Background: an optimization exercise with open tools, aiming at small area, a short achievable clock period and few clock cycles per item. Do not read the settings as production practice.
RTL that was checked went through simulation tests only; none was proved equivalent to the original.

==> exp/tundra: inputs <==
// fft8_top
module fft8_top (
  input  logic              clk,
  input  logic              rst_n,
  input  logic              valid_in,
  input  fft8_pkg::sample_t data_in_re,
  input  fft8_pkg::sample_t data_in_im,
  output logic              ready,
  output logic              valid_out,
  output fft8_pkg::result_t data_out_re,
  output fft8_pkg::result_t data_out_im
);
export LEC_CHECK = 0
export CAP_MARGIN = 20
export CORE_MARGIN = 2
export CORE_UTILIZATION = 65
export CTS_CLUSTER_DIAMETER = 100
export CTS_CLUSTER_SIZE = 24
export SETUP_SLACK_MARGIN = 5.0
export SLEW_MARGIN = 20
create_clock -name core_clock -period 8.0 [get_ports {clk}]
standard.sh (not shown) runs the stock make flow with config.mk's settings and CLKGATE_MAP_FILE= SYNTH_SCRIPT=/design/flow/synth_recipe.tcl, a recipe that flattens the netlist after the stock synthesis.
==> flow/flow/run.sh <==
#!/bin/bash
# Own flow: the standard flow (standard synthesis unchanged), with
# stronger port buffers and a deeper setup repair. Each tool's log is
# kept by ORFS under orfs/logs; make's own output goes to standard.log.
set -euo pipefail
bash standard.sh \
  "BUFFER_PORTS_ARGS=-buffer_cell sky130_fd_sc_hd__buf_4" \
  SETUP_SLACK_MARGIN=5.3 \
  finish > standard.log 2>&1
==> inputs of exp/quartz, as changes to exp/tundra <==
--- a/flow/design.v
+++ b/flow/design.v
@@ -71,24 +71,20 @@
   localparam int LO = CI_LATE ? 0 : 1;
   logic [W-1:0] g, p, gg, pp, c;
   always_comb begin
     g  = a & b;
     p  = a ^ b;
     gg = g;
     pp = p;
-    for (int l = 0; (2 << l) <= W - LO; l++) begin
-      for (int j = (2 << l) - 1; j < W - LO; j += (2 << l)) begin
-        gg[j + LO] = gg[j + LO] | (pp[j + LO] & gg[j + LO - (1 << l)]);
-        pp[j + LO] = pp[j + LO] & pp[j + LO - (1 << l)];
-      end
-    end
-    for (int l = 4; l >= 0; l--) begin
-      for (int j = 3 * (1 << l) - 1; j < W - LO; j += (2 << l)) begin
-        gg[j + LO] = gg[j + LO] | (pp[j + LO] & gg[j + LO - (1 << l)]);
-        pp[j + LO] = pp[j + LO] & pp[j + LO - (1 << l)];
+    for (int l = 0; (1 << l) < W - LO; l++) begin
+      for (int i = LO; i < W; i++) begin
+        if (((i - LO) >> l) & 1) begin
+          gg[i] = gg[i] | (pp[i] & gg[(((i - LO) >> l) << l) + LO - 1]);
+          pp[i] = pp[i] & pp[(((i - LO) >> l) << l) + LO - 1];
+        end
       end
     end
     c[0] = ci;
     if (CI_LATE) begin
       for (int i = 1; i < W; i++) begin
         c[i] = gg[i-1] | (pp[i-1] & ci);
       end
@@ -112,15 +108,15 @@
   localparam int W  = 13 + 1;
   localparam int W1 = W + 1;
   localparam int W2 = W + 2;
   localparam int W3 = W + 3;
   logic signed [13-1:0] b_re, b_im;
   logic signed [W-1:0]       dl_re [4];
   logic signed [W-1:0]       dl_im [4];
-  logic signed [W-1:0]       a_re, a_im, bw_re, bw_im, ax_re, ax_im;
+  logic signed [W-1:0]       a_re, a_im, bw_re, bw_im;
   logic [W-1:0]              sum_re, sum_im, dif_re, dif_im;
   logic                      bfly, cin_n, odd;
   logic                      p_raw, p_dif, p_swp;    
   logic                      o_sum, o_rot, o_hld;    
   logic signed [W-1:0]       src_re, src_im;
   logic [W:0]                ax, st;
   logic signed [W:0]         sa_q;
@@ -137,20 +133,18 @@
     o_rot <= !count_up[2] && count_up[0];
     o_hld <= !count_up[2] && !count_up[0];
   end
   assign a_re  = dl_re[3];
   assign a_im  = dl_im[3];
   assign bw_re = W'(b_re);
   assign bw_im = W'(b_im);
-  assign ax_re = W'($signed(a_re[13-1:0]));
-  assign ax_im = W'($signed(a_im[13-1:0]));
-  bk_add #(W) u_sum_re (.a(ax_re), .b(bw_re), .ci(1'b0), .s(sum_re));
-  bk_add #(W) u_sum_im (.a(ax_im), .b(bw_im), .ci(1'b0), .s(sum_im));
-  bk_add #(W, 1'b1) u_dif_re (.a(ax_re), .b(~bw_re), .ci(cin_n), .s(dif_re));
-  bk_add #(W) u_dif_im (.a(ax_im), .b(~bw_im), .ci(1'b1), .s(dif_im));
+  bk_add #(W) u_sum_re (.a(a_re), .b(bw_re), .ci(1'b0), .s(sum_re));
+  bk_add #(W) u_sum_im (.a(a_im), .b(bw_im), .ci(1'b0), .s(sum_im));
+  bk_add #(W, 1'b1) u_dif_re (.a(a_re), .b(~bw_re), .ci(cin_n), .s(dif_re));
+  bk_add #(W) u_dif_im (.a(a_im), .b(~bw_im), .ci(1'b1), .s(dif_im));
   assign src_re = odd ? dl_re[1] : dl_re[0];
   assign src_im = odd ? dl_im[1] : dl_im[0];
   assign ax     = odd ? ~(W1'(src_re)) : W1'(src_re);
   bk_add #(W+1, 1'b1) u_st (.a(ax), .b(W1'(src_im)), .ci(odd), .s(st));
   assign f_d[1:0] = sa_q[1:0];
   bk_add #(W+2) u_x5 (.a(W2'(sa_q >>> 2)), .b(W2'(sa_q)), .ci(1'b0), .s(f_d[W+3:2]));
   bk_add #(W+3) u_x9 (.a(W3'(f_q >>> 3)), .b(W3'(f_q)), .ci(1'b0), .s(m_d));
@@ -178,35 +172,33 @@
   input  logic signed [13:0]   in_im,
   output logic signed [13+1:0] out_re,
   output logic signed [13+1:0] out_im
 );
   localparam int W = 13 + 2;
   logic signed [W-1:0] dl_re [2];
   logic signed [W-1:0] dl_im [2];
-  logic signed [W-1:0] a_re, a_im, b_re, b_im, ax_re, ax_im;
+  logic signed [W-1:0] a_re, a_im, b_re, b_im;
   logic [W-1:0]        sum_re, sum_im, dif_re, dif_im;
   logic                bfly, cin_n;
   logic                p_raw, p_dif, p_swp;
   always_ff @(posedge clk) begin
     bfly  <= (count_up[1] == count_up[0]);
     cin_n <= (count_up[1:0] != 2'd0);
     p_raw <= (count_up[1] != count_up[0]);
     p_dif <= (count_up[1:0] == 2'd3);
     p_swp <= (count_up[1:0] == 2'd0);
   end
   assign a_re = dl_re[1];
   assign a_im = dl_im[1];
   assign b_re = W'(in_re);
   assign b_im = W'(in_im);
-  assign ax_re = W'($signed(a_re[13:0]));
-  assign ax_im = W'($signed(a_im[13:0]));
-  bk_add #(W) u_sum_re (.a(ax_re), .b(b_re), .ci(1'b0), .s(sum_re));
-  bk_add #(W) u_sum_im (.a(ax_im), .b(b_im), .ci(1'b0), .s(sum_im));
-  bk_add #(W, 1'b1) u_dif_re (.a(ax_re), .b(~b_re), .ci(cin_n), .s(dif_re));
-  bk_add #(W) u_dif_im (.a(ax_im), .b(~b_im), .ci(1'b1), .s(dif_im));
+  bk_add #(W) u_sum_re (.a(a_re), .b(b_re), .ci(1'b0), .s(sum_re));
+  bk_add #(W) u_sum_im (.a(a_im), .b(b_im), .ci(1'b0), .s(sum_im));
+  bk_add #(W, 1'b1) u_dif_re (.a(a_re), .b(~b_re), .ci(cin_n), .s(dif_re));
+  bk_add #(W) u_dif_im (.a(a_im), .b(~b_im), .ci(1'b1), .s(dif_im));
   always_ff @(posedge clk) begin
     dl_re[0] <= ({W{p_raw}} & b_re) | ({W{p_dif}} & dif_re) | ({W{p_swp}} & dif_im);
     dl_im[0] <= ({W{p_raw}} & b_im) | ({W{p_dif}} & dif_im) | ({W{p_swp}} & ~dif_re);
     dl_re[1] <= dl_re[0];
     dl_im[1] <= dl_im[0];
     out_re   <= bfly ? sum_re : a_re;
     out_im   <= bfly ? sum_im : a_im;
@@ -219,28 +211,26 @@
   input  logic signed [13+1:0] in_im,
   output fft8_pkg::result_t         sum_re,
   output fft8_pkg::result_t         sum_im,
   output fft8_pkg::result_t         held_re,
   output fft8_pkg::result_t         held_im
 );
   localparam int W = 16;
-  logic signed [W-1:0] b_re, b_im, ax_re, ax_im;
+  logic signed [W-1:0] b_re, b_im;
   logic [W-1:0]        dif_re, dif_im;
   logic                pass;
   always_ff @(posedge clk) begin
     pass <= !count_up[0];
   end
   assign b_re = W'(in_re);
   assign b_im = W'(in_im);
-  assign ax_re = W'($signed(held_re[13+1:0]));
-  assign ax_im = W'($signed(held_im[13+1:0]));
-  bk_add #(W) u_sum_re (.a(ax_re), .b(b_re), .ci(1'b0), .s(sum_re));
-  bk_add #(W) u_sum_im (.a(ax_im), .b(b_im), .ci(1'b0), .s(sum_im));
-  bk_add #(W) u_dif_re (.a(ax_re), .b(~b_re), .ci(1'b1), .s(dif_re));
-  bk_add #(W) u_dif_im (.a(ax_im), .b(~b_im), .ci(1'b1), .s(dif_im));
+  bk_add #(W) u_sum_re (.a(held_re), .b(b_re), .ci(1'b0), .s(sum_re));
+  bk_add #(W) u_sum_im (.a(held_im), .b(b_im), .ci(1'b0), .s(sum_im));
+  bk_add #(W) u_dif_re (.a(held_re), .b(~b_re), .ci(1'b1), .s(dif_re));
+  bk_add #(W) u_dif_im (.a(held_im), .b(~b_im), .ci(1'b1), .s(dif_im));
   always_ff @(posedge clk) begin
     held_re <= pass ? b_re : dif_re;
     held_im <= pass ? b_im : dif_im;
   end
 endmodule
 `timescale 1ns/1ns
 module reorder_buffer (
==> flow/flow/run.sh (replaced) <==
#!/bin/bash
# Own flow: the standard flow (standard synthesis unchanged), with
# stronger port buffers and a deeper setup repair. Each tool's log is
# kept by ORFS under orfs/logs; make's own output goes to standard.log.
set -euo pipefail
bash standard.sh \
  "BUFFER_PORTS_ARGS=-buffer_cell sky130_fd_sc_hd__buf_4" \
  SETUP_SLACK_MARGIN=5.5 \
  finish > standard.log 2>&1
==> inputs of exp/garnet, as changes to exp/tundra <==
--- a/flow/design.v
+++ b/flow/design.v
@@ -137,16 +137,16 @@
     o_rot <= !count_up[2] && count_up[0];
     o_hld <= !count_up[2] && !count_up[0];
   end
   assign a_re  = dl_re[3];
   assign a_im  = dl_im[3];
   assign bw_re = W'(b_re);
   assign bw_im = W'(b_im);
-  assign ax_re = W'($signed(a_re[13-1:0]));
-  assign ax_im = W'($signed(a_im[13-1:0]));
+  assign ax_re = {a_re[13-1], a_re[13-1:0]};
+  assign ax_im = {a_im[13-1], a_im[13-1:0]};
   bk_add #(W) u_sum_re (.a(ax_re), .b(bw_re), .ci(1'b0), .s(sum_re));
   bk_add #(W) u_sum_im (.a(ax_im), .b(bw_im), .ci(1'b0), .s(sum_im));
   bk_add #(W, 1'b1) u_dif_re (.a(ax_re), .b(~bw_re), .ci(cin_n), .s(dif_re));
   bk_add #(W) u_dif_im (.a(ax_im), .b(~bw_im), .ci(1'b1), .s(dif_im));
   assign src_re = odd ? dl_re[1] : dl_re[0];
   assign src_im = odd ? dl_im[1] : dl_im[0];
   assign ax     = odd ? ~(W1'(src_re)) : W1'(src_re);
@@ -193,16 +193,16 @@
     p_dif <= (count_up[1:0] == 2'd3);
     p_swp <= (count_up[1:0] == 2'd0);
   end
   assign a_re = dl_re[1];
   assign a_im = dl_im[1];
   assign b_re = W'(in_re);
   assign b_im = W'(in_im);
-  assign ax_re = W'($signed(a_re[13:0]));
-  assign ax_im = W'($signed(a_im[13:0]));
+  assign ax_re = {a_re[13], a_re[13:0]};
+  assign ax_im = {a_im[13], a_im[13:0]};
   bk_add #(W) u_sum_re (.a(ax_re), .b(b_re), .ci(1'b0), .s(sum_re));
   bk_add #(W) u_sum_im (.a(ax_im), .b(b_im), .ci(1'b0), .s(sum_im));
   bk_add #(W, 1'b1) u_dif_re (.a(ax_re), .b(~b_re), .ci(cin_n), .s(dif_re));
   bk_add #(W) u_dif_im (.a(ax_im), .b(~b_im), .ci(1'b1), .s(dif_im));
   always_ff @(posedge clk) begin
     dl_re[0] <= ({W{p_raw}} & b_re) | ({W{p_dif}} & dif_re) | ({W{p_swp}} & dif_im);
     dl_im[0] <= ({W{p_raw}} & b_im) | ({W{p_dif}} & dif_im) | ({W{p_swp}} & ~dif_re);
@@ -227,16 +227,16 @@
   logic [W-1:0]        dif_re, dif_im;
   logic                pass;
   always_ff @(posedge clk) begin
     pass <= !count_up[0];
   end
   assign b_re = W'(in_re);
   assign b_im = W'(in_im);
-  assign ax_re = W'($signed(held_re[13+1:0]));
-  assign ax_im = W'($signed(held_im[13+1:0]));
+  assign ax_re = {held_re[13+1], held_re[13+1:0]};
+  assign ax_im = {held_im[13+1], held_im[13+1:0]};
   bk_add #(W) u_sum_re (.a(ax_re), .b(b_re), .ci(1'b0), .s(sum_re));
   bk_add #(W) u_sum_im (.a(ax_im), .b(b_im), .ci(1'b0), .s(sum_im));
   bk_add #(W) u_dif_re (.a(ax_re), .b(~b_re), .ci(1'b1), .s(dif_re));
   bk_add #(W) u_dif_im (.a(ax_im), .b(~b_im), .ci(1'b1), .s(dif_im));
   always_ff @(posedge clk) begin
     held_re <= pass ? b_re : dif_re;
     held_im <= pass ? b_im : dif_im;
==> flow/run.sh (new file) <==
#!/bin/bash
# synth_recipe.tcl (not shown) runs the flow's synth.tcl, then flattens the netlist and writes it again
# the make line also repeats each setting of config.mk as NAME=value (left out here)
make -C /OpenROAD-flow-scripts/flow DESIGN_CONFIG=/design/flow/config.mk WORK_HOME=/design/flow/orfs CLKGATE_MAP_FILE= SYNTH_SCRIPT=/design/flow/synth_recipe.tcl finish
removed: flow/flow/run.sh
removed: flow/standard.sh
==> inputs of exp/amber, as changes to exp/tundra <==
--- a/flow/design.v
+++ b/flow/design.v
@@ -71,24 +71,20 @@
   localparam int LO = CI_LATE ? 0 : 1;
   logic [W-1:0] g, p, gg, pp, c;
   always_comb begin
     g  = a & b;
     p  = a ^ b;
     gg = g;
     pp = p;
-    for (int l = 0; (2 << l) <= W - LO; l++) begin
-      for (int j = (2 << l) - 1; j < W - LO; j += (2 << l)) begin
-        gg[j + LO] = gg[j + LO] | (pp[j + LO] & gg[j + LO - (1 << l)]);
-        pp[j + LO] = pp[j + LO] & pp[j + LO - (1 << l)];
-      end
-    end
-    for (int l = 4; l >= 0; l--) begin
-      for (int j = 3 * (1 << l) - 1; j < W - LO; j += (2 << l)) begin
-        gg[j + LO] = gg[j + LO] | (pp[j + LO] & gg[j + LO - (1 << l)]);
-        pp[j + LO] = pp[j + LO] & pp[j + LO - (1 << l)];
+    for (int l = 0; (1 << l) < W - LO; l++) begin
+      for (int i = LO; i < W; i++) begin
+        if (((i - LO) >> l) & 1) begin
+          gg[i] = gg[i] | (pp[i] & gg[(((i - LO) >> l) << l) + LO - 1]);
+          pp[i] = pp[i] & pp[(((i - LO) >> l) << l) + LO - 1];
+        end
       end
     end
     c[0] = ci;
     if (CI_LATE) begin
       for (int i = 1; i < W; i++) begin
         c[i] = gg[i-1] | (pp[i-1] & ci);
       end
@@ -112,15 +108,15 @@
   localparam int W  = 13 + 1;
   localparam int W1 = W + 1;
   localparam int W2 = W + 2;
   localparam int W3 = W + 3;
   logic signed [13-1:0] b_re, b_im;
   logic signed [W-1:0]       dl_re [4];
   logic signed [W-1:0]       dl_im [4];
-  logic signed [W-1:0]       a_re, a_im, bw_re, bw_im, ax_re, ax_im;
+  logic signed [W-1:0]       a_re, a_im, bw_re, bw_im;
   logic [W-1:0]              sum_re, sum_im, dif_re, dif_im;
   logic                      bfly, cin_n, odd;
   logic                      p_raw, p_dif, p_swp;    
   logic                      o_sum, o_rot, o_hld;    
   logic signed [W-1:0]       src_re, src_im;
   logic [W:0]                ax, st;
   logic signed [W:0]         sa_q;
@@ -137,20 +133,18 @@
     o_rot <= !count_up[2] && count_up[0];
     o_hld <= !count_up[2] && !count_up[0];
   end
   assign a_re  = dl_re[3];
   assign a_im  = dl_im[3];
   assign bw_re = W'(b_re);
   assign bw_im = W'(b_im);
-  assign ax_re = W'($signed(a_re[13-1:0]));
-  assign ax_im = W'($signed(a_im[13-1:0]));
-  bk_add #(W) u_sum_re (.a(ax_re), .b(bw_re), .ci(1'b0), .s(sum_re));
-  bk_add #(W) u_sum_im (.a(ax_im), .b(bw_im), .ci(1'b0), .s(sum_im));
-  bk_add #(W, 1'b1) u_dif_re (.a(ax_re), .b(~bw_re), .ci(cin_n), .s(dif_re));
-  bk_add #(W) u_dif_im (.a(ax_im), .b(~bw_im), .ci(1'b1), .s(dif_im));
+  bk_add #(W) u_sum_re (.a(a_re), .b(bw_re), .ci(1'b0), .s(sum_re));
+  bk_add #(W) u_sum_im (.a(a_im), .b(bw_im), .ci(1'b0), .s(sum_im));
+  bk_add #(W, 1'b1) u_dif_re (.a(a_re), .b(~bw_re), .ci(cin_n), .s(dif_re));
+  bk_add #(W) u_dif_im (.a(a_im), .b(~bw_im), .ci(1'b1), .s(dif_im));
   assign src_re = odd ? dl_re[1] : dl_re[0];
   assign src_im = odd ? dl_im[1] : dl_im[0];
   assign ax     = odd ? ~(W1'(src_re)) : W1'(src_re);
   bk_add #(W+1, 1'b1) u_st (.a(ax), .b(W1'(src_im)), .ci(odd), .s(st));
   assign f_d[1:0] = sa_q[1:0];
   bk_add #(W+2) u_x5 (.a(W2'(sa_q >>> 2)), .b(W2'(sa_q)), .ci(1'b0), .s(f_d[W+3:2]));
   bk_add #(W+3) u_x9 (.a(W3'(f_q >>> 3)), .b(W3'(f_q)), .ci(1'b0), .s(m_d));
@@ -178,35 +172,33 @@
   input  logic signed [13:0]   in_im,
   output logic signed [13+1:0] out_re,
   output logic signed [13+1:0] out_im
 );
   localparam int W = 13 + 2;
   logic signed [W-1:0] dl_re [2];
   logic signed [W-1:0] dl_im [2];
-  logic signed [W-1:0] a_re, a_im, b_re, b_im, ax_re, ax_im;
+  logic signed [W-1:0] a_re, a_im, b_re, b_im;
   logic [W-1:0]        sum_re, sum_im, dif_re, dif_im;
   logic                bfly, cin_n;
   logic                p_raw, p_dif, p_swp;
   always_ff @(posedge clk) begin
     bfly  <= (count_up[1] == count_up[0]);
     cin_n <= (count_up[1:0] != 2'd0);
     p_raw <= (count_up[1] != count_up[0]);
     p_dif <= (count_up[1:0] == 2'd3);
     p_swp <= (count_up[1:0] == 2'd0);
   end
   assign a_re = dl_re[1];
   assign a_im = dl_im[1];
   assign b_re = W'(in_re);
   assign b_im = W'(in_im);
-  assign ax_re = W'($signed(a_re[13:0]));
-  assign ax_im = W'($signed(a_im[13:0]));
-  bk_add #(W) u_sum_re (.a(ax_re), .b(b_re), .ci(1'b0), .s(sum_re));
-  bk_add #(W) u_sum_im (.a(ax_im), .b(b_im), .ci(1'b0), .s(sum_im));
-  bk_add #(W, 1'b1) u_dif_re (.a(ax_re), .b(~b_re), .ci(cin_n), .s(dif_re));
-  bk_add #(W) u_dif_im (.a(ax_im), .b(~b_im), .ci(1'b1), .s(dif_im));
+  bk_add #(W) u_sum_re (.a(a_re), .b(b_re), .ci(1'b0), .s(sum_re));
+  bk_add #(W) u_sum_im (.a(a_im), .b(b_im), .ci(1'b0), .s(sum_im));
+  bk_add #(W, 1'b1) u_dif_re (.a(a_re), .b(~b_re), .ci(cin_n), .s(dif_re));
+  bk_add #(W) u_dif_im (.a(a_im), .b(~b_im), .ci(1'b1), .s(dif_im));
   always_ff @(posedge clk) begin
     dl_re[0] <= ({W{p_raw}} & b_re) | ({W{p_dif}} & dif_re) | ({W{p_swp}} & dif_im);
     dl_im[0] <= ({W{p_raw}} & b_im) | ({W{p_dif}} & dif_im) | ({W{p_swp}} & ~dif_re);
     dl_re[1] <= dl_re[0];
     dl_im[1] <= dl_im[0];
     out_re   <= bfly ? sum_re : a_re;
     out_im   <= bfly ? sum_im : a_im;
@@ -219,28 +211,26 @@
   input  logic signed [13+1:0] in_im,
   output fft8_pkg::result_t         sum_re,
   output fft8_pkg::result_t         sum_im,
   output fft8_pkg::result_t         held_re,
   output fft8_pkg::result_t         held_im
 );
   localparam int W = 16;
-  logic signed [W-1:0] b_re, b_im, ax_re, ax_im;
+  logic signed [W-1:0] b_re, b_im;
   logic [W-1:0]        dif_re, dif_im;
   logic                pass;
   always_ff @(posedge clk) begin
     pass <= !count_up[0];
   end
   assign b_re = W'(in_re);
   assign b_im = W'(in_im);
-  assign ax_re = W'($signed(held_re[13+1:0]));
-  assign ax_im = W'($signed(held_im[13+1:0]));
-  bk_add #(W) u_sum_re (.a(ax_re), .b(b_re), .ci(1'b0), .s(sum_re));
-  bk_add #(W) u_sum_im (.a(ax_im), .b(b_im), .ci(1'b0), .s(sum_im));
-  bk_add #(W) u_dif_re (.a(ax_re), .b(~b_re), .ci(1'b1), .s(dif_re));
-  bk_add #(W) u_dif_im (.a(ax_im), .b(~b_im), .ci(1'b1), .s(dif_im));
+  bk_add #(W) u_sum_re (.a(held_re), .b(b_re), .ci(1'b0), .s(sum_re));
+  bk_add #(W) u_sum_im (.a(held_im), .b(b_im), .ci(1'b0), .s(sum_im));
+  bk_add #(W) u_dif_re (.a(held_re), .b(~b_re), .ci(1'b1), .s(dif_re));
+  bk_add #(W) u_dif_im (.a(held_im), .b(~b_im), .ci(1'b1), .s(dif_im));
   always_ff @(posedge clk) begin
     held_re <= pass ? b_re : dif_re;
     held_im <= pass ? b_im : dif_im;
   end
 endmodule
 `timescale 1ns/1ns
 module reorder_buffer (
==> summary.txt <==
| quantity | exp/tundra | exp/quartz | exp/garnet | exp/amber |
|---|---|---|---|---|
| Worst reg2reg endpoint | u_stage1.sa_q[14] | u_stage2.dl_re[0][14] | u_stage1.sa_q[14] | u_reorder.rd_im[15] |
| Gate count of the mapped netlist | 2,097 | 2,239 | 2,097 | 2,239 |
| Antenna violations before repair | 2 | 0 | 0 | 0 |
| #MultiIn Comb | 1,328 | 1,462 | 1,328 | 1,462 |
| Logic depth of the worst register-to-register path | 11 | 7 | 11 | 10 |
| Hold Crit Endpoint | u_reorder.line_re[1][13] | u_stage2.dl_im[1][6] | u_stage1.dl_im[3][5] | u_stage1.dl_im[3][9] |
| Crit Path Category | register to primary output | register to primary output | register to register | register to primary output |
| Result of the run | no timing/DRC/antenna violations | no timing/DRC/antenna violations | no timing/DRC/antenna violations | no timing/DRC/antenna violations |
| RSZ-0062 raised after global routing | true | true | false | true |
| Compound-Gate Fraction of Synth Area | 16.4% | 16.7% | 16.4% | 16.7% |
| Number of standard cells in the final layout excluding fillers | 2,547 | 2,744 | 2,528 | 2,713 |
| Fraction of final layout cells with drive strength greater than 1 | 14.0% | 17.5% | 6.63% | 10.8% |
| Met1 layer wirelength in the final routing | 19,000 um | 20,300 um | 18,900 um | 19,800 um |
| Count of filler cells inserted in the layout | 2,303 | 2,297 | 2,472 | 2,499 |
| ClkCell Share | 2.57% | 2.42% | 2.69% | 2.55% |
| Met3 track utilization from global routing | 2.94% | 2.63% | 2.22% | 2.13% |
Testbench counts of exp/quartz, summed over its fixed seeds: cycles 4,200, frames 512.
Testbench counts of exp/garnet, summed over its fixed seeds: cycles 4,200, frames 512.
Testbench counts of exp/amber, summed over its fixed seeds: cycles 4,200, frames 512.
No functional check of the RTL was part of exp/tundra.

## port drivers added, routing unchanged
The flow's constraints put no driver on any port. The routed layouts listed below were extracted and timed again, unchanged, in two steps. Step 1 assumes that a clkbuf_16 drives the clock port and a buf_2 every other input. Step 2 also shifts input and output timing later by t, the mid clock arrival at the registers, as if the neighbouring blocks saw the same clock. Slacks: no drivers / after step 1 / after step 2; pairs: no drivers / after step 1.
run	shift t [ns]	slack for setup (ns)	hold WS [ns]	latest minus earliest clock arrival (ns)	worst register clock-pin slew, ns
exp/tundra	0.603	5.319 / 5.266 / 5.329	0.328 / 0.328 / 0.328	0.016 / 0.016	0.10 / 0.10
exp/quartz	0.597	5.288 / 5.236 / 5.455	0.325 / 0.325 / 0.325	0.025 / 0.025	0.10 / 0.10
exp/garnet	0.610	5.124 / 5.094 / 5.124	0.325 / 0.325 / 0.325	0.029 / 0.028	0.10 / 0.10
exp/amber	0.603	5.308 / 5.252 / 5.393	0.331 / 0.331 / 0.331	0.020 / 0.019	0.10 / 0.10
After both steps every run listed still meets setup and hold.
